Background: an optimization exercise with open tools, aiming at small area. Do not read the settings as production practice. In this exercise RTL edits were held to simulation tests only and were not proved equivalent to the original. Power and IR drop assume default switching activity. The flow treats the clock pin as an ideal source, which a real chip does not have.

==> flow/design.v <==
module mem_responder #(
  parameter int unsigned AW      = 8,
  parameter int unsigned DEPTH   = 256,
  parameter int unsigned LATENCY = 1
) (
  input  logic          clk,
  input  logic          rst,
  input  logic          if_req,
  input  logic [AW-1:0] if_addr,
  output logic          if_gnt,
  output logic          if_rvalid,
  output logic [31:0]   if_rdata,
  input  logic          d_req,
  input  logic          d_we,
  input  logic [1:0]    d_size,
  input  logic          d_signed,
  input  logic [AW-1:0] d_addr,
  input  logic [31:0]   d_wdata,
  output logic          d_gnt,
  output logic          d_rvalid,
  output logic [31:0]   d_rdata,
  output logic          d_err,
  output logic          busy
);
  localparam int NW = 22;   
  localparam int NR = 32;   
  function automatic int wport_pos(input int i);
    wport_pos = 3 * i - ((i > 15) ? 1 : 0);
  endfunction
  function automatic bit is_wport(input int j);
    is_wport = 1'b0;
    for (int i = 0; i < NW; i++) if (j == wport_pos(i)) is_wport = 1'b1;
  endfunction
  function automatic bit inv_stage(input int j);
    int k;
    k = 0;
    for (int i = 0; i < NW; i++) if (j >= wport_pos(i)) k = i;
    inv_stage = (k % 2) == 0;
  endfunction
  logic s1, s2;    
  logic idle_q;    
  logic s3;        
  logic gnt;
  assign busy   = ~idle_q;
  assign d_gnt  = d_req & idle_q;
  assign if_gnt = if_req & ~d_req & idle_q;
  assign gnt    = (d_req | if_req) & idle_q;
  always_ff @(posedge clk or negedge rst) begin
    if (!rst) begin
      s1     <= 1'b0;
      s2     <= 1'b0;
      idle_q <= 1'b1;
    end else begin
      s1     <= gnt;
      s2     <= s1;
      idle_q <= ~(gnt | s1);
    end
  end
  always_ff @(posedge clk) s3 <= s2;
  logic [5:0] ph;
  always_ff @(posedge clk) ph <= ph + 6'd1;
  logic        in_mis, in_st;
  logic [7:0]  in_addr;
  logic [31:0] in_wd;
  logic [5:0]  in_pe, in_po;
  assign in_addr = d_req ? d_addr : {if_addr[7:1], 1'b0};
  assign in_mis = ((d_size == 2'b01) & d_addr[0]) | (d_size[1] & (d_addr[1:0] != 2'b00));
  assign in_st = d_req & d_we & ~in_mis;
  always_comb begin
    case (d_size)
      2'b00:   in_wd = {4{d_wdata[7:0]}};
      2'b01:   in_wd = {2{d_wdata[15:0]}};
      default: in_wd = d_wdata;
    endcase
  end
  assign in_pe = in_addr[7:2] + {5'd0, in_addr[1]} + ph + 6'd1;
  assign in_po = in_addr[7:2] + ph + 6'd1;
  logic       fetch_q, st_q, zero_q;
  logic [7:0] addr_q;
  logic [1:0] size_q;
  logic       signed_q;
  logic [4:0] ri_e, ri_o;    
  logic       r1_e, r1_o;    
  always_ff @(posedge clk) begin
    if (idle_q) begin
      fetch_q  <= ~d_req;
      st_q     <= in_st;
      zero_q   <= d_we | in_mis;
      addr_q   <= in_addr;
      size_q   <= d_size;
      signed_q <= d_signed;
      ri_e     <= in_pe[5:1];
      ri_o     <= in_po[5:1];
      r1_e     <= in_pe[0];
      r1_o     <= in_po[0];
    end
  end
  logic h0;    
  assign h0 = addr_q[1];
  logic        wr;
  logic [3:0]  be, ben;
  logic [5:0]  wpos;
  logic [7:0]  wa, wb;    
  logic [31:0] xq;    
  assign wr   = st_q & (s1 | s2 | s3);
  assign wpos = addr_q[7:2] + ph + 6'd1;
  always_comb begin
    case (size_q)
      2'b00:   be = 4'b0001 << addr_q[1:0];
      2'b01:   be = addr_q[1] ? 4'b1100 : 4'b0011;
      default: be = 4'b1111;
    endcase
    ben = ~be;
    for (int i = 0; i < 8; i++) begin
      wa[i] = (wpos[2:0] == 3'(i));
      wb[i] = (wpos[5:3] == 3'(i)) & wr;
    end
  end
  logic [15:0] ring_e [64];
  logic [15:0] ring_o [64];
  logic [15:0] nxt_e [64];
  logic [15:0] nxt_o [64];
  for (genvar j = 0; j < 64; j++) begin : g_stage
    if (is_wport(j)) begin : g_port
      logic hit, hitn;
      logic [3:0] sel, seln;
      assign hit  = wa[j % 8] & wb[j / 8];
      assign hitn = ~hit;
      for (genvar b = 0; b < 4; b++) begin : g_sel
        mem_responder_nor2  u_s  (.a(hitn), .b(ben[b]), .y(sel[b]));
        mem_responder_nand2 u_sn (.a(hit), .b(be[b]), .y(seln[b]));
      end
      for (genvar b = 0; b < 2; b++) begin : g_byte
        for (genvar k = 0; k < 8; k++) begin : g_bit
          mem_responder_oai22 u_e (
            .a1(ring_e[(j + 63) % 64][8*b+k]),
            .a2(sel[b]),
            .b1(xq[8*b+k] ^ ~inv_stage(j)),
            .b2(seln[b]),
            .y (nxt_e[j][8*b+k])
          );
          mem_responder_oai22 u_o (
            .a1(ring_o[(j + 63) % 64][8*b+k]),
            .a2(sel[2+b]),
            .b1(xq[16+8*b+k] ^ ~inv_stage(j)),
            .b2(seln[2+b]),
            .y (nxt_o[j][8*b+k])
          );
        end
      end
    end else begin : g_pass
      assign nxt_e[j] = ring_e[(j + 63) % 64];
      assign nxt_o[j] = ring_o[(j + 63) % 64];
    end
  end
  always_ff @(posedge clk) begin
    for (int j = 0; j < 64; j++) begin
      ring_e[j] <= nxt_e[j];
      ring_o[j] <= nxt_o[j];
    end
  end
  logic          en_e, en_o;
  logic [3:0]    pa_e, pa_o;
  logic [7:0]    pb_e, pb_o;
  logic [NR-1:0] rsel_e, rsel_o;
  logic [15:0]   net_e, net_o;
  always_ff @(posedge clk) begin
    en_e <= ~(s1 & r1_e);
    en_o <= ~(s1 & r1_o);
  end
  always_comb begin
    for (int i = 0; i < 4; i++) begin
      pa_e[i] = (ri_e[1:0] == 2'(i));
      pa_o[i] = (ri_o[1:0] == 2'(i));
    end
    for (int i = 0; i < 8; i++) begin
      pb_e[i] = (ri_e[4:2] == 3'(i)) & en_e;
      pb_o[i] = (ri_o[4:2] == 3'(i)) & en_o;
    end
  end
  for (genvar i = 0; i < NR; i++) begin : g_rsel
    if (inv_stage(2 * i + 1)) begin : g_n
      mem_responder_nand2 u_e (.a(pa_e[i % 4]), .b(pb_e[i / 4]), .y(rsel_e[i]));
      mem_responder_nand2 u_o (.a(pa_o[i % 4]), .b(pb_o[i / 4]), .y(rsel_o[i]));
    end else begin : g_p
      mem_responder_and2 u_e (.a(pa_e[i % 4]), .b(pb_e[i / 4]), .y(rsel_e[i]));
      mem_responder_and2 u_o (.a(pa_o[i % 4]), .b(pb_o[i / 4]), .y(rsel_o[i]));
    end
  end
  for (genvar k = 0; k < 16; k++) begin : g_rbit
    logic [NR-1:0] fe, fo;
    for (genvar i = 0; i < NR; i++) begin : g_in
      assign fe[i] = ring_e[2*i+1][k];
      assign fo[i] = ring_o[2*i+1][k];
    end
    mem_responder_rnet u_e (.s(rsel_e), .f(fe), .y(net_e[k]));
    mem_responder_rnet u_o (.s(rsel_o), .f(fo), .y(net_o[k]));
  end
  logic        k_in, k_hold, k_lo_e, k_lo_o, k_hi_e, k_hi_o;
  logic [31:0] xq_d;
  assign k_in   = idle_q;
  assign k_hold = ~idle_q & st_q;
  assign k_lo_e = ~idle_q & ~st_q & ~h0 & r1_e;
  assign k_lo_o = ~idle_q & ~st_q & h0 & r1_o;
  assign k_hi_e = ~idle_q & ~st_q & h0 & r1_e;
  assign k_hi_o = ~idle_q & ~st_q & ~h0 & r1_o;
  for (genvar k = 0; k < 16; k++) begin : g_xq
    mem_responder_ao2222 u_lo (
      .a1(k_in), .a2(in_wd[k]), .b1(k_hold), .b2(xq[k]),
      .c1(k_lo_e), .c2(net_e[k]), .d1(k_lo_o), .d2(net_o[k]), .y(xq_d[k])
    );
    mem_responder_ao2222 u_hi (
      .a1(k_in), .a2(in_wd[16+k]), .b1(k_hold), .b2(xq[16+k]),
      .c1(k_hi_e), .c2(net_e[k]), .d1(k_hi_o), .d2(net_o[k]), .y(xq_d[16+k])
    );
  end
  always_ff @(posedge clk) xq <= xq_d;
  logic [31:0] rword;
  logic        byte_q, word_q, a0, sb, sbx, sbb;
  logic        c_lo, c_lob, c_mid, c_up, k_sel7, k_sx, k_sb;
  for (genvar k = 0; k < 16; k++) begin : g_rw
    mem_responder_ao221 u_lo (.a1(~h0), .a2(net_e[k]), .b1(h0), .b2(net_o[k]), .c(xq[k]),
                              .y(rword[k]));
    mem_responder_ao221 u_hi (.a1(h0), .a2(net_e[k]), .b1(~h0), .b2(net_o[k]), .c(xq[16+k]),
                              .y(rword[16+k]));
  end
  assign byte_q = (size_q == 2'b00);
  assign word_q = size_q[1];
  assign a0     = addr_q[0];
  assign k_sel7 = byte_q & ~a0;                        
  assign k_sb   = ~zero_q & byte_q & signed_q;          
  assign k_sx   = ~zero_q & ~word_q & signed_q;         
  assign sb     = k_sel7 ? rword[7] : rword[15];
  mem_responder_and2 u_sbb (.a(sb), .b(k_sb), .y(sbb));
  mem_responder_and2 u_sbx (.a(sb), .b(k_sx), .y(sbx));
  assign c_lo   = ~zero_q & ~(byte_q & a0);             
  assign c_lob  = ~zero_q & byte_q & a0;                
  assign c_mid  = ~zero_q & ~byte_q;                    
  assign c_up   = ~zero_q & word_q;                     
  assign if_rvalid = s2 & fetch_q;
  assign d_rvalid  = s2 & ~fetch_q;
  assign if_rdata  = rword;
  assign d_err     = ~st_q & zero_q;
  for (genvar k = 0; k < 8; k++) begin : g_d0
    mem_responder_ao22 u_d (.a1(c_lo), .a2(rword[k]), .b1(c_lob), .b2(rword[8+k]),
                            .y(d_rdata[k]));
    mem_responder_ao21 u_m (.a1(c_mid), .a2(rword[8+k]), .b(sbb), .y(d_rdata[8+k]));
  end
  for (genvar k = 16; k < 32; k++) begin : g_d2
    mem_responder_ao21 u_u (.a1(c_up), .a2(rword[k]), .b(sbx), .y(d_rdata[k]));
  end
endmodule
module mem_responder_rnet (
  input  logic [31:0] s,
  input  logic [31:0] f,
  output logic        y
);
  logic z0;
  mem_responder_aoi222 u_z0 (.a1(s[1]), .a2(f[1]), .b1(s[2]), .b2(f[2]), .c1(s[4]), .c2(f[4]), .y(z0));
  logic z1;
  mem_responder_aoi222 u_z1 (.a1(s[5]), .a2(f[5]), .b1(s[7]), .b2(f[7]), .c1(s[8]), .c2(f[8]), .y(z1));
  logic z2;
  mem_responder_aoi222 u_z2 (.a1(s[10]), .a2(f[10]), .b1(s[11]), .b2(f[11]), .c1(s[13]), .c2(f[13]), .y(z2));
  logic z3;
  mem_responder_aoi222 u_z3 (.a1(s[14]), .a2(f[14]), .b1(s[16]), .b2(f[16]), .c1(s[17]), .c2(f[17]), .y(z3));
  logic z4;
  mem_responder_aoi222 u_z4 (.a1(s[19]), .a2(f[19]), .b1(s[20]), .b2(f[20]), .c1(s[22]), .c2(f[22]), .y(z4));
  logic z5;
  mem_responder_aoi222 u_z5 (.a1(s[25]), .a2(f[25]), .b1(s[28]), .b2(f[28]), .c1(s[31]), .c2(f[31]), .y(z5));
  logic h0;
  mem_responder_oai22 u_h0 (.a1(s[0]), .a2(f[0]), .b1(s[3]), .b2(f[3]), .y(h0));
  logic h1;
  mem_responder_oai22 u_h1 (.a1(s[6]), .a2(f[6]), .b1(s[9]), .b2(f[9]), .y(h1));
  logic h2;
  mem_responder_oai22 u_h2 (.a1(s[12]), .a2(f[12]), .b1(s[15]), .b2(f[15]), .y(h2));
  logic h3;
  mem_responder_oai22 u_h3 (.a1(s[18]), .a2(f[18]), .b1(s[21]), .b2(f[21]), .y(h3));
  logic h4;
  mem_responder_oai22 u_h4 (.a1(s[23]), .a2(f[23]), .b1(s[24]), .b2(f[24]), .y(h4));
  logic h5;
  mem_responder_oai22 u_h5 (.a1(s[26]), .a2(f[26]), .b1(s[27]), .b2(f[27]), .y(h5));
  logic h6;
  mem_responder_oai22 u_h6 (.a1(s[29]), .a2(f[29]), .b1(s[30]), .b2(f[30]), .y(h6));
  logic z6;
  mem_responder_nor2 u_z6 (.a(h0), .b(h1), .y(z6));
  logic z7;
  mem_responder_nor2 u_z7 (.a(h2), .b(h3), .y(z7));
  logic z8;
  mem_responder_nor2 u_z8 (.a(h4), .b(h5), .y(z8));
  logic p0;
  logic p1;
  mem_responder_nand4 u_p0 (.a(z0), .b(z1), .c(z2), .d(z3), .y(p0));
  mem_responder_nand4 u_p1 (.a(z4), .b(z5), .c(z6), .d(z7), .y(p1));
  mem_responder_or4b u_y (.a(p0), .b(p1), .c(h6), .d_n(z8), .y(y));
endmodule
module mem_responder_oai22 (
  input  logic a1,
  input  logic a2,
  input  logic b1,
  input  logic b2,
  output logic y
);
  assign y = ~((a1 | a2) & (b1 | b2));
endmodule
module mem_responder_aoi222 (
  input  logic a1,
  input  logic a2,
  input  logic b1,
  input  logic b2,
  input  logic c1,
  input  logic c2,
  output logic y
);
  assign y = ~((a1 & a2) | (b1 & b2) | (c1 & c2));
endmodule
module mem_responder_nor2 (
  input  logic a,
  input  logic b,
  output logic y
);
  assign y = ~(a | b);
endmodule
module mem_responder_nand2 (
  input  logic a,
  input  logic b,
  output logic y
);
  assign y = ~(a & b);
endmodule
module mem_responder_and2 (
  input  logic a,
  input  logic b,
  output logic y
);
  assign y = a & b;
endmodule
module mem_responder_nand4 (
  input  logic a,
  input  logic b,
  input  logic c,
  input  logic d,
  output logic y
);
  assign y = ~(a & b & c & d);
endmodule
module mem_responder_or4b (
  input  logic a,
  input  logic b,
  input  logic c,
  input  logic d_n,
  output logic y
);
  assign y = a | b | c | ~d_n;
endmodule
module mem_responder_ao2222 (
  input  logic a1,
  input  logic a2,
  input  logic b1,
  input  logic b2,
  input  logic c1,
  input  logic c2,
  input  logic d1,
  input  logic d2,
  output logic y
);
  logic abc_n, d_n;
  mem_responder_aoi222 u_abc (.a1(a1), .a2(a2), .b1(b1), .b2(b2), .c1(c1), .c2(c2), .y(abc_n));
  mem_responder_nand2 u_d (.a(d1), .b(d2), .y(d_n));
  mem_responder_nand2 u_y (.a(abc_n), .b(d_n), .y(y));
endmodule
module mem_responder_ao221 (
  input  logic a1,
  input  logic a2,
  input  logic b1,
  input  logic b2,
  input  logic c,
  output logic y
);
  assign y = (a1 & a2) | (b1 & b2) | c;
endmodule
module mem_responder_ao22 (
  input  logic a1,
  input  logic a2,
  input  logic b1,
  input  logic b2,
  output logic y
);
  assign y = (a1 & a2) | (b1 & b2);
endmodule
module mem_responder_ao21 (
  input  logic a1,
  input  logic a2,
  input  logic b,
  output logic y
);
  assign y = (a1 & a2) | b;
endmodule
==> flow/flow/run.sh <==
#!/bin/bash
# Layout flow: the standard flow (standard.sh, unchanged synthesis), with two changes to
# how the layout is built:
#   - ports are buffered with sky130_fd_sc_hd__buf_1 instead of the cell buffer_ports picks
#     by default (a delay cell);
#   - clock tree synthesis runs with the standard arguments plus -dont_use_dummy_load.
# Each tool's full output stays in the ORFS logs under orfs/logs; this script's own output
# goes to flow_run.log.
set -euo pipefail
export BUFFER_PORTS_ARGS="-buffer_cell sky130_fd_sc_hd__buf_1"
export CTS_ARGS="-sink_clustering_enable -repair_clock_nets -sink_clustering_size 30 -sink_clustering_max_diameter 75 -dont_use_dummy_load -buf_list sky130_fd_sc_hd__buf_12"
bash standard.sh > flow_run.log 2>&1
==> flow/standard.sh <==
#!/bin/bash
# synth_recipe.tcl (not shown) runs the flow's synth.tcl, then flattens the netlist and writes it again
# the make line also repeats each setting of config.mk as NAME=value (left out here)
make -C /OpenROAD-flow-scripts/flow DESIGN_CONFIG=/design/flow/config.mk WORK_HOME=/design/flow/orfs CLKGATE_MAP_FILE= SYNTH_SCRIPT=/design/flow/synth_recipe.tcl "${@:-finish}"
==> flow/config.mk <==
export PLATFORM = sky130hd
export DESIGN_NAME = mem_responder
export DESIGN_NICKNAME = mem_responder
export VERILOG_FILES = /design/flow/design.v
export SDC_FILE = /design/flow/constraint.sdc
export NUM_CORES = 8
export LEC_CHECK = 0
export CAP_MARGIN = 20
export CELL_PAD_IN_SITES_DETAIL_PLACEMENT = 0
export CELL_PAD_IN_SITES_GLOBAL_PLACEMENT = 0
export CORE_MARGIN = 2
export CORE_UTILIZATION = 75
export CTS_CLUSTER_DIAMETER = 75
export CTS_CLUSTER_SIZE = 30
export GPL_TIMING_DRIVEN = 0
export PLACE_DENSITY = 0.85
export SLEW_MARGIN = 20
export SYNTH_HIERARCHICAL = 1
export SYNTH_MINIMUM_KEEP_SIZE = 0
==> flow/constraint.sdc <==
create_clock -name core_clock -period 8.0 [get_ports {clk}]
set_input_delay 1.6000 -clock core_clock [delete_from_list [all_inputs] [get_ports {clk}]]
set_output_delay 1.6000 -clock core_clock [all_outputs]
set_load 0.01 [all_outputs]
==> flow_summary.toml, run 1 <==
[status]
status = "finished clean"

[synth]
synth_compound_area_frac = 0.158
synth_top_area_cell = "dfxtp_1"
ys_seq_area_frac = 0.765
syn_inst = 4171
syn-cell-area_um2 = 55800
syn_avg_cell_area_um2 = 13.4
syn-num-nets = 4249
synth_edf_count = 26
yosys.area.top_type_share = 0.749
synth_warnings = 15
synth_xor_xnor_area_share = 0.00408
yosys-top-cells-area = "dfxtp_1, o22ai_1, a222oi_1, nor2_1, nand2_1"
synth_top_family_by_area = "compound AO/OA/AOI/OAI gates"
ys.flop_type = "dfxtp_1"
synth-adder-area-share = 0.00574
synth.area.mux_share = 0.00693
yosys.cell_types.count = 46
synthSimpleGateAreaFrac = 0.0557
ys_ff_latch = 2118
synth_async_sr_flop_share = 0.00142

[cts]
cts_resized = 0
cts_sinks = 2118
numCtsBuffers = 80
clk_pin_slew_worst_paths_ns = 0.11
cts_hold_buffers = 0
clockBufferDepth = 3
clock_latency_ns = 0.66
post_cts_buffers = 0
h-tree-depth = 3
cts_tree = "built"
clock-root-buffer = "buf_12"

[detailed_routing]
postRouteWirelength_um = 182000
viasPerCell = 7.44
drt_iter0_markers = 7485
ant_nets = 0
drc = 0
dr_total_vias = 39900
first_pass_iters = 13
wl_per_cell_um = 33.9

[floorplanning]
core-area_um2 = 74100
die_area_um2 = 76600
rows = 100
ios = 126
fp.dieW_um = 277
die_h_um = 277
start_util = 0.753

[placement]
routabilityCongestion = 0.989
post-dp-hpwl_um = 123000
portBuffers = 124
pre_cts_ws_ns = 1.61
placed_area_um2 = 57700

[worst_setup_path]
reg2reg_from = "ph[3]"
end_kind = "primary output"
critPathLaunchType = "register"
critical_path_required_ns = 6.40
worstRegToRegCells = 9
setup.worst_path.class = "reg2out"
crit_fanout = 16
r2r_setup_slack_ns = 3.46
rr_endpoint = "ring_o[15][4]"
worst-endpoint-arrival_ns = 5.60

[grt]
grt_first_pass_wirelength_um = 253000
grt_max_degree = 63
grt.total_usage = 0.460
overflow = 0
first_global_vias = 37600
antenna_found_initial = 7

[timing]
setup_viol = 0
setup_ws_ns = 0.801
finalMaxSlewViolations = 0
skew_ns = 0.0691
fmax_ghz = 0.139
hold_violations = 0
setup_tns_ns = 0
rsz0062_at_grt = "no"
finalCriticalPeriod_ns = 7.20
period_share = 0.900
relSlewSlack = 0.105
worstMarginPinSlew_ns = 1.34
hold_ws_ns = 0.297

[final_layout]
layout_common_cells = "dfxtp_1, o22ai_1, a222oi_1, nor2_1, nand2_1"
syn_to_final_growth_pct = 6.37
nFillCells = 4351
register_area_um2 = 42700
drive_above_1_share = 0.0349
final_common_cell = "dfxtp_1"
nets = 4468
multi_input_area_um2 = 13000
fin_area_um2 = 59400

[power]
p_leak_nw = 22.8
irDropWorstVdd_uv = 285
p_total_mw = 23.5
p_per_area_nw_per_um2 = 397

[min_path]
holdCritPathClass = "reg2reg"
hold_depth = 0
hold_end = "ring_o[43][7]"
min_from = "ring_o[42][7]"

[job]
drv_cap = 0
-- modules after synthesis (local to each module, per instance), excerpt --
module / cells / area [um2] / flops+latches
mem_responder: 2457 / 44900 / 2118
mem_responder_ao21: 1 / 7.51 / 0
mem_responder_nand2: 1 / 3.75 / 0
mem_responder_nor2: 1 / 3.75 / 0
mem_responder_aoi222: 1 / 10.0 / 0
mem_responder_nand4: 1 / 6.26 / 0
mem_responder_and2: 1 / 6.26 / 0
mem_responder_ao221: 1 / 10.0 / 0
mem_responder_or4b: 1 / 10.0 / 0
mem_responder_oai22: 1 / 6.26 / 0
mem_responder_ao22: 1 / 8.76 / 0
-- layout make-up --
class / instances / area share
well taps: 969 / 0.0204
inverters: 53 / 0.00335
flip-flops and latches: 2118 / 0.719
diodes: 1 / 0.0000422
plain buffers: 10 / 0.000780
multi-input cells: 1990 / 0.219
repair buffers: 137 / 0.0105
clock buffers: 80 / 0.0270
-- routing by layer --
metal | GRT usage | part of all wire | wire (um)
met1 | 0.571 | 0.35 | 62700
met2 | 0.682 | 0.43 | 77500
met3 | 0.148 | 0.14 | 25200
met4 | 0.326 | 0.089 | 16200
met5 | 0.00438 | 0.00070 | 127
-- registers in the layout, indices dropped and copies added, names as in the netlist --
| signal | flops |
|---|---|
| addr_q | 8 |
| ph | 6 |
| en_o | 1 |
| r1_o | 1 |
| idle_q | 1 |
| zero_q | 1 |
| s1 | 1 |
| signed_q | 1 |
| ring_e | 1024 |
| s2 | 1 |
| ri_o | 5 |
| size_q | 2 |
| en_e | 1 |
| s3 | 1 |
| r1_e | 1 |
| ring_o | 1024 |
| st_q | 1 |
| fetch_q | 1 |
| ri_e | 5 |
| xq | 32 |
-- power by group --
| group | switching, mW | internal (mW) |
|---|---|---|
| Combinational | 3.02 | 1.39 |
| Sequential | 1.66 | 12.9 |
| Clock | 3.02 | 1.57 |
-- critical path: stages, from the launching register on --
cell and delay [ns]:
edfxtp_1 0.47, nor2b_1 0.27, and2_1 0.55, a222oi_1 0.88, nand4_1 0.30, or4b_1 0.74
a221o_1 0.58, mux2_2 0.36, and2_2 0.43, a21o_1 0.26, buf_1 0.12
-- metrics by stage --
step                cells   util
finish               5358  0.801
global placement     5264  0.776
floorplan            4171      -
global route         5357  0.801
detailed placement   5277  0.780
CTS                  5357  0.801
-- cell families (layout without fill, tap and decap cells) --
kind of cell             after synthesis  after routing
AND/OR/NAND/NOR                      659            659
other                                  0              1
multiplexers                          36             36
AO/OA/AOI/OAI                       1247           1247
XOR/XNOR                              26             26
flip-flops                          2118           2118
buffers and inverters                 63            280
adder cells (fa/ha/maj)               22             22
-- worst max-delay path by stage --
stage | startpoint | endpoint | slack [ns] | depth (start not counted)
final | ri_e[1] | d_rdata[21] | 0.80 | 10
after global routing | ri_e[1] | d_rdata[17] | 0.96 | 10
after CTS | ri_e[1] | d_rdata[21] | 0.92 | 10
after detailed placement | ri_o[1] | d_rdata[21] | 1.61 | 10
after global placement | ri_o[1] | d_rdata[16] | 1.69 | 10
after floorplan | ri_e[0] | d_rdata[16] | 3.27 | 9
-- Yosys cell counts (2+ instances only) --
cell / n
nor3_1: 21
o21a_1: 2
a222oi_1: 224
nand2b_1: 10
mux2i_1: 15
or3_1: 4
a31oi_1: 2
a21oi_1: 6
xor2_1: 9
nand4_1: 68
ha_1: 16
mux2_2: 21
o22ai_1: 928
and2_1: 42
o21ai_0: 10
clkbuf_1: 8
inv_1: 53
or4_1: 2
dfrtp_1: 2
and3_1: 3
nor4_1: 4
a22o_1: 8
nor2_1: 228
or3_2: 2
xnor2_1: 17
a221o_1: 32
fa_1: 6
or4b_1: 32
nor2b_1: 13
a21o_1: 29
nand3_1: 11
dfxtp_1: 2089
edfxtp_1: 26
or2_2: 4
nand2_1: 213
==> run 2, diff against run 1 <==
--- a/flow/flow/run.sh
+++ b/flow/flow/run.sh
@@ -3,7 +3,8 @@
 # how the layout is built:
 #   - ports are buffered with sky130_fd_sc_hd__buf_1 instead of the cell buffer_ports picks
 #     by default (a delay cell);
-#   - clock tree synthesis runs with the standard arguments plus -dont_use_dummy_load.
+#   - clock tree synthesis builds the tree from sky130_fd_sc_hd__buf_12, clusters of up to 30
+#     sinks within 75 um, and inserts no dummy loads.
 # Each tool's full output stays in the ORFS logs under orfs/logs; this script's own output
 # goes to flow_run.log.
 set -euo pipefail
==> flow_summary.toml, run 2 <==
[floorplanning]
rows = 100
die_h_um = 277
start_util = 0.753
core-area_um2 = 74100
die_area_um2 = 76600
fp.dieW_um = 277
ios = 126

[synth]
syn-num-nets = 4249
synth_async_sr_flop_share = 0.00142
netlist_top_cells_count = "dfxtp_1, o22ai_1, nor2_1"
ys_ff_latch = 2118
syn_inst = 4171
synth_top_area_cell = "dfxtp_1"
yosysMostFrequentCell = "dfxtp_1"
ys_seq_area_frac = 0.765
yosys.cell_types.count = 46
synth_warnings = 15
yosys-top-cells-area = "dfxtp_1, o22ai_1, a222oi_1, nor2_1, nand2_1"
synth_edf_count = 26
syn_avg_cell_area_um2 = 13.4
yosys.area.top_type_share = 0.749
syn-cell-area_um2 = 55800
ys.flop_type = "dfxtp_1"

[worst_setup_path]
end_kind = "primary output"
crit_fanout = 16
reg2reg_from = "ph[3]"
endpoint = "d_rdata[21]"
critPathLaunchType = "register"
worst-endpoint-arrival_ns = 5.60
worstRegToRegCells = 9
crit_start = "ri_e[1]"
critical_path_required_ns = 6.40
rr_endpoint = "ring_o[15][4]"
setup.worst_path.class = "reg2out"
r2r_setup_slack_ns = 3.46

[placement]
pre_cts_ws_ns = 1.61
dp_cells = 5277
placed_area_um2 = 57700
routabilityCongestion = 0.989
post-dp-hpwl_um = 123000
portBuffers = 124

[power]
irDropWorstVdd_uv = 285
p_per_area_nw_per_um2 = 397
p_leak_nw = 22.8
p_total_mw = 23.5

[timing]
skew_ns = 0.0691
setup_ws_ns = 0.801
period_share = 0.900
setup_tns_ns = 0
rsz0062_at_grt = "no"
fmax_ghz = 0.139
finalMaxSlewViolations = 0
relSlewSlack = 0.105
setup_viol = 0
finalCriticalPeriod_ns = 7.20
worstMarginPinSlew_ns = 1.34
hold_violations = 0
hold_ws_ns = 0.297

[final_layout]
fin_area_um2 = 59400
layout_common_cells = "dfxtp_1, o22ai_1, a222oi_1, nor2_1, nand2_1"
fin_util = 0.801
syn_to_final_growth_pct = 6.37
biggestRegsByFlops = "ring_e (1024), ring_o (1024), xq (32)"
nFillCells = 4351
drive_above_1_share = 0.0349
nets = 4468
final_common_cell = "dfxtp_1"
fin_cells = 5358

[job]
drv_cap = 0

[status]
status = "finished clean"

[grt]
grt.total_usage = 0.460
antenna_found_initial = 7
grt_first_pass_wirelength_um = 253000
first_global_vias = 37600
overflow = 0
grt_max_degree = 63

[cts]
numCtsBuffers = 80
h-tree-depth = 3
clockBufferDepth = 3
post_cts_buffers = 0
cts_tree = "built"
cts_hold_buffers = 0
clock_latency_ns = 0.66
clk_pin_slew_worst_paths_ns = 0.11
cts_sinks = 2118
cts_resized = 0
clock-root-buffer = "buf_12"

[detailed_routing]
drc = 0
dr_total_vias = 39900
wl_per_cell_um = 33.9
drt_iter0_markers = 7485
ant_nets = 0
viasPerCell = 7.44
postRouteWirelength_um = 182000
first_pass_iters = 13

[min_path]
holdCritPathClass = "reg2reg"
-- run 2: cell counts after synthesis --
Identical to the previous run, type by type.
-- run 2: kinds of logic (layout without fill, tap and decap cells) --
| family | count (synthesis) | count (layout) | synth area share |
|---|---|---|---|
| buffers and inverters | 63 | 280 | 0.00439 |
| xor gates and xnor gates | 26 | 26 | 0.00408 |
| and+or+nand+nor | 659 | 659 | 0.0557 |
| muxes | 36 | 36 | 0.00693 |
| other | 0 | 1 | 0 |
| DFF | 2118 | 2118 | 0.765 |
| AOI/OAI and AO/OA | 1247 | 1247 | 0.158 |
| adders and majority gates | 22 | 22 | 0.00574 |
-- run 2: modules after synthesis (local to each module, per instance), a selection --
module | area (um2) | cells
mem_responder_ao21 | 7.51 | 1
mem_responder_oai22 | 6.26 | 1
mem_responder_nand2 | 3.75 | 1
mem_responder | 44900 | 2457
mem_responder_nand4 | 6.26 | 1
mem_responder_ao221 | 10.0 | 1
mem_responder_ao22 | 8.76 | 1
mem_responder_and2 | 6.26 | 1
mem_responder_aoi222 | 10.0 | 1
-- run 2: report_power, final --
group / switching, mW / internal [mW]
clock network: 3.02 / 1.57
registers: 1.66 / 12.9
logic: 3.02 / 1.39
-- run 2: critical path, cell delays in order, from the launching register on --
cell and delay [ns]:
edfxtp_1 0.47, nor2b_1 0.27, and2_1 0.55, a222oi_1 0.88
nand4_1 0.30, or4b_1 0.74, a221o_1 0.58, mux2_2 0.36
and2_2 0.43, a21o_1 0.26, buf_1 0.12
-- run 2: layout make-up --
| cell class | instances | area [um2] | share of cell area |
|---|---|---|---|
| antenna | 1 | 2.50 | 0.0000422 |
| buffer | 10 | 46.3 | 0.000780 |
| clock buffer | 80 | 1600 | 0.0270 |
| inverter | 53 | 199 | 0.00335 |
| multi-input combinational | 1990 | 13000 | 0.219 |
| sequential | 2118 | 42700 | 0.719 |
| tap | 969 | 1210 | 0.0204 |
| timing repair buffer | 137 | 621 | 0.0105 |
-- run 2: per-layer routing --
metal | global-route usage | up-vias | part of all wire
met5 | 0.00438 | - | 0.00070
met4 | 0.326 | 12 | 0.089
met3 | 0.148 | 859 | 0.14
met2 | 0.682 | 3395 | 0.43
met1 | 0.571 | 19300 | 0.35
li1 | - | 16300 | -
-- run 2: how the worst min path moves through the flow --
stage          slack (ns)       endpoint     startpoint  depth (start not counted)
2_1_floorplan        0.31  ring_e[11][0]  ring_e[10][0]                          0
3_3_place_gp         0.31  ring_e[17][3]  ring_e[16][3]                          0
3_5_place_dp         0.31  ring_o[23][4]  ring_o[22][4]                          0
4_1_cts              0.29  ring_o[51][2]  ring_o[50][2]                          0
5_1_grt              0.30  ring_o[43][7]  ring_o[42][7]                          0
6_report             0.30  ring_o[43][7]  ring_o[42][7]                          0
==> run 3, diff against run 2 <==
--- a/flow/design.v
+++ b/flow/design.v
@@ -41,19 +41,18 @@
   logic idle_q;    
   logic s3;        
   logic gnt;
-  assign busy   = ~idle_q;
+  assign idle_q = ~(s1 | s2);
+  assign busy   = s1 | s2;
   assign d_gnt  = d_req & idle_q;
   assign if_gnt = if_req & ~d_req & idle_q;
   assign gnt    = (d_req | if_req) & idle_q;
   always_ff @(posedge clk or negedge rst) begin
     if (!rst) begin
-      s1     <= 1'b0;
-      s2     <= 1'b0;
-      idle_q <= 1'b1;
+      s1 <= 1'b0;
+      s2 <= 1'b0;
     end else begin
-      s1     <= gnt;
-      s2     <= s1;
-      idle_q <= ~(gnt | s1);
+      s1 <= gnt;
+      s2 <= s1;
     end
   end
   always_ff @(posedge clk) s3 <= s2;
@@ -61,18 +60,10 @@
   always_ff @(posedge clk) ph <= ph + 6'd1;
   logic        in_mis, in_st;
   logic [7:0]  in_addr;
-  logic [31:0] in_wd;
   logic [5:0]  in_pe, in_po;
   assign in_addr = d_req ? d_addr : {if_addr[7:1], 1'b0};
   assign in_mis = ((d_size == 2'b01) & d_addr[0]) | (d_size[1] & (d_addr[1:0] != 2'b00));
   assign in_st = d_req & d_we & ~in_mis;
-  always_comb begin
-    case (d_size)
-      2'b00:   in_wd = {4{d_wdata[7:0]}};
-      2'b01:   in_wd = {2{d_wdata[15:0]}};
-      default: in_wd = d_wdata;
-    endcase
-  end
   assign in_pe = in_addr[7:2] + {5'd0, in_addr[1]} + ph + 6'd1;
   assign in_po = in_addr[7:2] + ph + 6'd1;
   logic       fetch_q, st_q, zero_q;
@@ -124,8 +115,8 @@
     if (is_wport(j)) begin : g_port
       logic hit, hitn;
       logic [3:0] sel, seln;
-      assign hit  = wa[j % 8] & wb[j / 8];
-      assign hitn = ~hit;
+      mem_responder_nand2 u_hn (.a(wa[j % 8]), .b(wb[j / 8]), .y(hitn));
+      mem_responder_inv   u_h  (.a(hitn), .y(hit));
       for (genvar b = 0; b < 4; b++) begin : g_sel
         mem_responder_nor2  u_s  (.a(hitn), .b(ben[b]), .y(sel[b]));
         mem_responder_nand2 u_sn (.a(hit), .b(be[b]), .y(seln[b]));
@@ -164,10 +155,8 @@
   logic [7:0]    pb_e, pb_o;
   logic [NR-1:0] rsel_e, rsel_o;
   logic [15:0]   net_e, net_o;
-  always_ff @(posedge clk) begin
-    en_e <= ~(s1 & r1_e);
-    en_o <= ~(s1 & r1_o);
-  end
+  assign en_e = ~(s2 & r1_e);
+  assign en_o = ~(s2 & r1_o);
   always_comb begin
     for (int i = 0; i < 4; i++) begin
       pa_e[i] = (ri_e[1:0] == 2'(i));
@@ -197,21 +186,37 @@
     mem_responder_rnet u_o (.s(rsel_o), .f(fo), .y(net_o[k]));
   end
   logic        k_in, k_hold, k_lo_e, k_lo_o, k_hi_e, k_hi_o;
+  logic        k_w, k_b, k_h, k_nb;
   logic [31:0] xq_d;
   assign k_in   = idle_q;
+  assign k_b    = idle_q & (d_size == 2'b00);    
+  assign k_h    = idle_q & (d_size == 2'b01);    
+  assign k_w    = idle_q & d_size[1];            
+  assign k_nb   = idle_q & (d_size != 2'b00);    
   assign k_hold = ~idle_q & st_q;
   assign k_lo_e = ~idle_q & ~st_q & ~h0 & r1_e;
   assign k_lo_o = ~idle_q & ~st_q & h0 & r1_o;
   assign k_hi_e = ~idle_q & ~st_q & h0 & r1_e;
   assign k_hi_o = ~idle_q & ~st_q & ~h0 & r1_o;
-  for (genvar k = 0; k < 16; k++) begin : g_xq
-    mem_responder_ao2222 u_lo (
-      .a1(k_in), .a2(in_wd[k]), .b1(k_hold), .b2(xq[k]),
+  for (genvar k = 0; k < 8; k++) begin : g_xq
+    mem_responder_ao2222 u_l0 (
+      .a1(k_in), .a2(d_wdata[k]), .b1(k_hold), .b2(xq[k]),
       .c1(k_lo_e), .c2(net_e[k]), .d1(k_lo_o), .d2(net_o[k]), .y(xq_d[k])
     );
-    mem_responder_ao2222 u_hi (
-      .a1(k_in), .a2(in_wd[16+k]), .b1(k_hold), .b2(xq[16+k]),
-      .c1(k_hi_e), .c2(net_e[k]), .d1(k_hi_o), .d2(net_o[k]), .y(xq_d[16+k])
+    mem_responder_ao22222 u_l1 (
+      .a1(k_nb), .a2(d_wdata[8+k]), .b1(k_hold), .b2(xq[8+k]),
+      .c1(k_lo_e), .c2(net_e[8+k]), .d1(k_lo_o), .d2(net_o[8+k]),
+      .e1(k_b), .e2(d_wdata[k]), .y(xq_d[8+k])
+    );
+    mem_responder_ao222222 u_l2 (
+      .a1(k_w), .a2(d_wdata[16+k]), .b1(k_hold), .b2(xq[16+k]),
+      .c1(k_hi_e), .c2(net_e[k]), .d1(k_hi_o), .d2(net_o[k]),
+      .e1(k_b), .e2(d_wdata[k]), .f1(k_h), .f2(d_wdata[k]), .y(xq_d[16+k])
+    );
+    mem_responder_ao222222 u_l3 (
+      .a1(k_w), .a2(d_wdata[24+k]), .b1(k_hold), .b2(xq[24+k]),
+      .c1(k_hi_e), .c2(net_e[8+k]), .d1(k_hi_o), .d2(net_o[8+k]),
+      .e1(k_b), .e2(d_wdata[k]), .f1(k_h), .f2(d_wdata[8+k]), .y(xq_d[24+k])
     );
   end
   always_ff @(posedge clk) xq <= xq_d;
@@ -368,6 +373,59 @@
   mem_responder_nand2 u_d (.a(d1), .b(d2), .y(d_n));
   mem_responder_nand2 u_y (.a(abc_n), .b(d_n), .y(y));
 endmodule
+module mem_responder_ao22222 (
+  input  logic a1,
+  input  logic a2,
+  input  logic b1,
+  input  logic b2,
+  input  logic c1,
+  input  logic c2,
+  input  logic d1,
+  input  logic d2,
+  input  logic e1,
+  input  logic e2,
+  output logic y
+);
+  logic abc_n, d_n, e_n;
+  mem_responder_aoi222 u_abc (.a1(a1), .a2(a2), .b1(b1), .b2(b2), .c1(c1), .c2(c2), .y(abc_n));
+  mem_responder_nand2 u_d (.a(d1), .b(d2), .y(d_n));
+  mem_responder_nand2 u_e (.a(e1), .b(e2), .y(e_n));
+  mem_responder_nand3 u_y (.a(abc_n), .b(d_n), .c(e_n), .y(y));
+endmodule
+module mem_responder_ao222222 (
+  input  logic a1,
+  input  logic a2,
+  input  logic b1,
+  input  logic b2,
+  input  logic c1,
+  input  logic c2,
+  input  logic d1,
+  input  logic d2,
+  input  logic e1,
+  input  logic e2,
+  input  logic f1,
+  input  logic f2,
+  output logic y
+);
+  logic abc_n, def_n;
+  mem_responder_aoi222 u_abc (.a1(a1), .a2(a2), .b1(b1), .b2(b2), .c1(c1), .c2(c2), .y(abc_n));
+  mem_responder_aoi222 u_def (.a1(d1), .a2(d2), .b1(e1), .b2(e2), .c1(f1), .c2(f2), .y(def_n));
+  mem_responder_nand2 u_y (.a(abc_n), .b(def_n), .y(y));
+endmodule
+module mem_responder_inv (
+  input  logic a,
+  output logic y
+);
+  assign y = ~a;
+endmodule
+module mem_responder_nand3 (
+  input  logic a,
+  input  logic b,
+  input  logic c,
+  output logic y
+);
+  assign y = ~(a & b & c);
+endmodule
 module mem_responder_ao221 (
   input  logic a1,
   input  logic a2,
--- a/flow/config.mk
+++ b/flow/config.mk
@@ -13,7 +13,7 @@
 export CTS_CLUSTER_DIAMETER = 75
 export CTS_CLUSTER_SIZE = 30
 export GPL_TIMING_DRIVEN = 0
-export PLACE_DENSITY = 0.85
+export PLACE_DENSITY = 0.8
 export SLEW_MARGIN = 20
 export SYNTH_HIERARCHICAL = 1
 export SYNTH_MINIMUM_KEEP_SIZE = 0
==> flow_summary.toml, run 3 <==
[status]
status = "finished clean"

[synth]
ys_ff_latch = 2115
syn_inst = 4118
synth_top_family_by_area = "compound AO/OA/AOI/OAI gates"
netlist_top_cells_count = "dfxtp_1, o22ai_1, a222oi_1"
synth_warnings = 15
yosys.cell_types.count = 37
ys.flop_type = "dfxtp_1"
synthSimpleGateAreaFrac = 0.0531
synth-adder-area-share = 0.00543
synth.area.mux_share = 0.00156
yosys-top-cells-area = "dfxtp_1, o22ai_1, a222oi_1, nor2_1, edfxtp_1"
syn-cell-area_um2 = 55300
synth_edf_count = 26
synth_compound_area_frac = 0.161
synth_xor_xnor_area_share = 0.00364
synth_top_area_cell = "dfxtp_1"
yosys.area.top_type_share = 0.755
ys_seq_area_frac = 0.770
synth_async_sr_flop_share = 0.000946
syn_avg_cell_area_um2 = 13.4
yosysMostFrequentCell = "dfxtp_1"
syn-num-nets = 4195

[cts]
cts_resized = 0
cts_sinks = 2115
clockBufferDepth = 3
clk_pin_slew_worst_paths_ns = 0.11
h-tree-depth = 3
clock-root-buffer = "buf_12"
cts_tree = "built"
clock_latency_ns = 0.64
post_cts_buffers = 0
numCtsBuffers = 80
cts_hold_buffers = 0

[timing]
finalMaxSlewViolations = 0
skew_ns = 0.0575
hold_violations = 0
fmax_ghz = 0.136
setup_tns_ns = 0
setup_viol = 0
period_share = 0.919
rsz0062_at_grt = "no"
relSlewSlack = 0.209
finalCriticalPeriod_ns = 7.35
worstMarginPinSlew_ns = 1.18
setup_ws_ns = 0.651

[detailed_routing]
viasPerCell = 7.34
drc = 0
postRouteWirelength_um = 176000
first_pass_iters = 14
wl_per_cell_um = 33.3
dr_total_vias = 38800
ant_nets = 0
drt_iter0_markers = 7033

[final_layout]
drive_above_1_share = 0.0256
syn_to_final_growth_pct = 6.17
nFillCells = 4291
biggestRegsByFlops = "ring_e (1024), ring_o (1024), xq (32)"
nets = 4407
layout_common_cells = "dfxtp_1, o22ai_1, a222oi_1, nor2_1, nand2_1"
fin_cells = 5293
final_common_cell = "dfxtp_1"
fin_util = 0.805

[floorplanning]
start_util = 0.758
core-area_um2 = 73000
rows = 99
die_h_um = 276
fp.dieW_um = 276
die_area_um2 = 75900
ios = 126

[worst_setup_path]
cp_cell_sequence = "nand2_1 > nand2b_1 > nor2_1 > and2_1 > a222oi_1 > nand4_1 > or4b_1 > a221o_1 > mux2_2 > and2_2 > a21o_1 > buf_1"
end_kind = "primary output"
cp_top_family = "simple AND/OR/NAND/NOR gates"
crit_buf_inv = 1
reg2reg_from = "ph[0]"
slowest_stage = "a222oi_1"
cp_slowest_stage_delay_ns = 0.84
setup.worst_path.class = "reg2out"
critPathLaunchType = "register"
critical_path_required_ns = 6.40
crit_fanout = 16
worst-endpoint-arrival_ns = 5.75
crit_start = "s2"

[grt]
first_global_vias = 36500
grt_first_pass_wirelength_um = 245000
grt_max_degree = 39
overflow = 0
grt.total_usage = 0.454
busiest_layer = "met2"
antenna_found_initial = 18
use_met1 = 0.567
grt_use_met3 = 0.159
grt_util_met2 = 0.674

[placement]
dp_cells = 5207
portBuffers = 124
routabilityCongestion = 0.986
post-dp-hpwl_um = 120000
pre_cts_ws_ns = 1.58

[power]
irDropWorstVdd_uv = 334
p_leak_nw = 22.8
p_per_area_nw_per_um2 = 419
p_total_mw = 24.6

[job]
drv_cap = 0

[min_path]
min_from = "ring_o[12][2]"
holdCritPathClass = "reg2reg"
-- run 3: worst reg2reg max path, cell delays in order (launching register included) --
cell and delay (ns):
dfxtp_1 0.37, inv_1 0.08, ha_1 0.22, fa_1 0.46, nand2b_1 0.20, a21oi_2 0.13
xnor2_1 0.11, or3b_4 0.41, nor3_1 0.29, nand2_1 0.73, inv_1 0.97, nand2_1 0.46
o22ai_1 0.31
-- run 3: layer usage --
metal  share of wire  up-vias
li1                -    16100
met1            0.35    18800
met2            0.43     3123
met3            0.14      745
met4           0.079       24
met5         0.00083        -
-- run 3: power breakdown --
group | leakage, nW | switching, mW | total [mW] | internal [mW]
registers | 17.7 | 1.72 | 15.0 | 13.3
logic | 4.34 | 3.43 | 5.04 | 1.61
clock network | 0.752 | 3.01 | 4.57 | 1.57
total | 22.8 | 8.16 | 24.6 | 16.4
-- run 3: area by class of cell --
class | instances | area, um2 | area share
inverters | 75 | 282 | 0.00479
clock buffers | 80 | 1600 | 0.0273
well taps | 959 | 1200 | 0.0204
plain buffers | 3 | 11.3 | 0.000192
diodes | 6 | 15.0 | 0.000256
repair buffers | 130 | 558 | 0.00950
flip-flops and latches | 2115 | 42600 | 0.725
multi-input cells | 1925 | 12500 | 0.212
-- run 3: stage by stage --
stage | cell area (um2) | hold slack, ns
3_5_place_dp | 57100 | 0.312
2_1_floorplan | 55300 | 0.310
4_1_cts | 58700 | 0.299
3_3_place_gp | 57000 | 0.310
5_1_grt | 58700 | 0.313
6_report | 58700 | 0.292
-- run 3: modules after synthesis (local to each module, per instance), a selection --
module	times used	cell area [um2]	cells inside	flops+latches
mem_responder	1	44100	2352	2115
mem_responder_or4b	32	10.0	1	0
mem_responder_nand4	64	6.26	1	0
mem_responder_oai22	928	6.26	1	0
mem_responder_aoi222	240	10.0	1	0
mem_responder_ao22	8	8.76	1	0
mem_responder_nor2	184	3.75	1	0
-- run 3: final timing paths --
kind	end	slack (ns)	cells after the start
worst max-delay path	d_rdata[16]	0.65	12
worst min-delay path	ring_o[13][2]	0.29	0
worst max register to register	ring_o[30][8]	3.17	12
worst min register to register	ring_o[13][2]	0.29	0
max in group asynchronous	s1	7.13	1
min in group asynchronous	s2	0.74	1
-- run 3: logic make-up (layout without fill, tap and decap cells) --
kind of cell	count (synthesis)	count (layout)
XOR/XNOR	23	23
other	0	6
AO/OA/AOI/OAI	1250	1250
multiplexers	8	8
flip-flops	2115	2115
adder cells (fa/ha/maj)	21	21
AND/OR/NAND/NOR	623	623
buffers and inverters	78	288
==> run 4, diff against run 3 <==
--- a/flow/config.mk
+++ b/flow/config.mk
@@ -13,7 +13,7 @@
 export CTS_CLUSTER_DIAMETER = 75
 export CTS_CLUSTER_SIZE = 30
 export GPL_TIMING_DRIVEN = 0
-export PLACE_DENSITY = 0.8
+export PLACE_DENSITY = 0.85
 export SLEW_MARGIN = 20
 export SYNTH_HIERARCHICAL = 1
 export SYNTH_MINIMUM_KEEP_SIZE = 0
==> flow_summary.toml, run 4 <==
[cts]
clk_pin_slew_worst_paths_ns = 0.11
cts_sinks = 2115
numCtsBuffers = 80
clock_latency_ns = 0.65
cts_resized = 0
clock-root-buffer = "buf_12"
clockBufferDepth = 3
post_cts_buffers = 0
cts_tree = "built"
h-tree-depth = 3
cts_hold_buffers = 0

[worst_setup_path]
critical_path_required_ns = 6.40
crit_start = "s2"
slowest_stage = "a222oi_1"
worstRegToRegCells = 12
endpoint = "d_rdata[20]"
setup.worst_path.class = "reg2out"
cp_num_cells = 12
critPathLaunchType = "register"
crit_buf_inv = 1
r2r_setup_slack_ns = 3.07
end_kind = "primary output"
reg2reg_from = "ph[0]"
worst-endpoint-arrival_ns = 5.79
rr_endpoint = "ring_o[21][3]"
cp_cell_sequence = "nand2_1 > nand2_1 > nor3_1 > and2_1 > a222oi_1 > nand4_1 > or4b_1 > a221o_1 > mux2_2 > and2_2 > a21o_1 > buf_1"
cp_top_family = "simple AND/OR/NAND/NOR gates"
crit_fanout = 16
cp_slowest_stage_delay_ns = 0.83
crit_top_cell = "nand2_1"

[timing]
setup_tns_ns = 0
hold_violations = 0
worstMarginPinSlew_ns = 1.21
setup_viol = 0
rsz0062_at_grt = "no"
fmax_ghz = 0.135
relSlewSlack = 0.196
finalCriticalPeriod_ns = 7.39
period_share = 0.923
finalMaxSlewViolations = 0
skew_ns = 0.0574

[power]
switchingPower_mw = 8.38
seq_power_share = 0.607
p_total_mw = 24.8
irDropWorstVdd_uv = 411
p_int_mw = 16.4
p_per_area_nw_per_um2 = 423
swShare = 0.338
pwr-share-comb = 0.208
p_leak_nw = 22.8
clkPwrFrac = 0.185

[floorplanning]
die_h_um = 276
core-area_um2 = 73000
rows = 99
ios = 126
die_area_um2 = 75900
start_util = 0.758
fp.dieW_um = 276

[final_layout]
biggestRegsByFlops = "ring_e (1024), ring_o (1024), xq (32)"
syn_to_final_growth_pct = 6.19
fin_cells = 5292
nets = 4407
layout_common_cells = "dfxtp_1, o22ai_1, a222oi_1, nor2_1, nand2_1"
final_common_cell = "dfxtp_1"
drive_above_1_share = 0.0256
fin_util = 0.805
fin_area_um2 = 58700

[synth]
ys_ff_latch = 2115
yosys-top-cells-area = "dfxtp_1, o22ai_1, a222oi_1, nor2_1, edfxtp_1"
netlist_top_cells_count = "dfxtp_1, o22ai_1, a222oi_1"
syn-cell-area_um2 = 55300
syn_avg_cell_area_um2 = 13.4
ys_seq_area_frac = 0.770
yosys.cell_types.count = 37
ys.flop_type = "dfxtp_1"
syn_inst = 4118
yosysMostFrequentCell = "dfxtp_1"
yosys.area.top_type_share = 0.755
synth_top_area_cell = "dfxtp_1"
syn-num-nets = 4195
synth_async_sr_flop_share = 0.000946
synth_edf_count = 26
synth_warnings = 15

[placement]
routabilityCongestion = 1.01
dp_cells = 5207
portBuffers = 124
placed_area_um2 = 57100
post-dp-hpwl_um = 120000

[grt]
antenna_found_initial = 17
overflow = 0
first_global_vias = 37000
grt_first_pass_wirelength_um = 252000
grt_max_degree = 39
grt.total_usage = 0.469

[min_path]
holdCritPathClass = "reg2reg"

[detailed_routing]
drc = 0
first_pass_iters = 13
ant_nets = 0
wl_per_cell_um = 34.6
postRouteWirelength_um = 183000
drt_iter0_markers = 8447
viasPerCell = 7.47
dr_total_vias = 39500

[job]
drv_cap = 0

[status]
status = "finished clean"
[run 4: cell counts after synthesis]
Identical to the previous run, type by type.
[run 4: worst reg2reg max path, stage by stage, from the launching register on]
cell      delay [ns]
dfxtp_1         0.37
inv_1           0.11
ha_1            0.24
fa_1            0.44
nand2b_1        0.19
a21oi_2         0.14
xnor2_1         0.12
or3b_4          0.41
nor3_1          0.21
nand2_1         0.74
inv_1           1.12
nand2_1         0.48
o22ai_1         0.30
[run 4: cell type report]
| cell class | instances | area [um2] |
|---|---|---|
| Multi-Input combinational cell | 1925 | 12500 |
| Buffer | 3 | 11.3 |
| Tap cell | 959 | 1200 |
| Antenna cell | 5 | 12.5 |
| Inverter | 75 | 282 |
| Sequential cell | 2115 | 42600 |
| Timing Repair Buffer | 130 | 571 |
| Clock buffer | 80 | 1600 |
| Fill cell | 4170 | 14200 |
[run 4: power groups by stage]
stage          Sequential [mW]  Combinational, mW  Clock, mW
2_1_floorplan             14.3               2.76          0
6_report                  15.1               5.15       4.60
3_3_place_gp              15.0               4.58          0
4_1_cts                   14.9               4.80       4.55
5_1_grt                   15.2               5.19       4.89
3_5_place_dp              15.1               4.75          0
[run 4: cell families (layout without fill, tap and decap cells)]
| kind of cell | count (synthesis) | count (layout) | share of synthesized area |
|---|---|---|---|
| flip-flops | 2115 | 2115 | 0.770 |
| buffers and inverters | 78 | 288 | 0.00529 |
| multiplexers | 8 | 8 | 0.00156 |
| AO/OA/AOI/OAI | 1250 | 1250 | 0.161 |
| XOR/XNOR | 23 | 23 | 0.00364 |
| adder cells (fa/ha/maj) | 21 | 21 | 0.00543 |
| other | 0 | 5 | 0 |
| AND/OR/NAND/NOR | 623 | 623 | 0.0531 |
[run 4: worst min path at each step]
stage / from / endpoint / slack [ns] / depth (start not counted)
floorplan: ring_e[10][0] / ring_e[11][0] / 0.31 / 0
global placement: ring_e[6][12] / ring_e[7][12] / 0.31 / 0
detailed placement: ring_o[18][3] / ring_o[19][3] / 0.31 / 0
CTS: ring_o[30][5] / ring_o[31][5] / 0.30 / 0
global route: ring_o[28][3] / ring_o[29][3] / 0.30 / 0
finish: ring_o[28][3] / ring_o[29][3] / 0.29 / 0
[run 4: stage by stage]
step | hold slack, ns | worst slack (ns)
final | 0.289 | 0.615
after global routing | 0.297 | 0.709
after CTS | 0.298 | 0.974
after detailed placement | 0.312 | 1.64
after global placement | 0.310 | 1.40
after floorplan | 0.310 | 3.27
[run 4: Yosys stat by module (local to each module, per instance), excerpt]
module | flip-flops and latches | copies in the design | cells
mem_responder_nand3 | 0 | 8 | 1
mem_responder_nor2 | 0 | 184 | 1
mem_responder_nand4 | 0 | 64 | 1
mem_responder_aoi222 | 0 | 240 | 1
mem_responder_ao22 | 0 | 8 | 1
mem_responder_and2 | 0 | 38 | 1
mem_responder_or4b | 0 | 32 | 1
mem_responder | 2115 | 1 | 2352
mem_responder_ao21 | 0 | 24 | 1
mem_responder_nand2 | 0 | 186 | 1
mem_responder_inv | 0 | 22 | 1
[run 4: layer usage]
metal,part of all wire,GRT usage,up-vias
li1,-,-,16100
met1,0.34,0.589,19000
met4,0.091,0.339,24
met5,0.0010,0.0194,-
met3,0.15,0.167,835
met2,0.41,0.671,3563

[re-timing with driven ports]
Ports are ideal in the flow. The routed layouts listed here were re-timed in OpenROAD. Step 1 sets driving cells, clkbuf_16 on the clock port and buf_2 on the other inputs (assumed; they add their load-dependent delay and slew). Step 2 adds t to the input delays and takes it off the output delays; t is the mean of the earliest and latest rising clock arrival at the registers after step 1. Input paths then give back, and output paths get back, about the clock's delay inside the block. Slacks: no drivers / after step 1 / after step 2; pairs: no drivers / after step 1.
| run | t (ns) | setup WS [ns] | clock arrival spread, ns |
|---|---|---|---|
| run 1 | 0.703 | 0.801 / 0.727 / 1.430 | 0.070 / 0.070 |
| run 2 | 0.703 | 0.801 / 0.727 / 1.430 | 0.070 / 0.070 |
| run 3 | 0.686 | 0.651 / 0.579 / 1.266 | 0.059 / 0.059 |
| run 4 | 0.698 | 0.615 / 0.540 / 1.238 | 0.063 / 0.063 |
After both steps setup and hold are still met in every run listed.
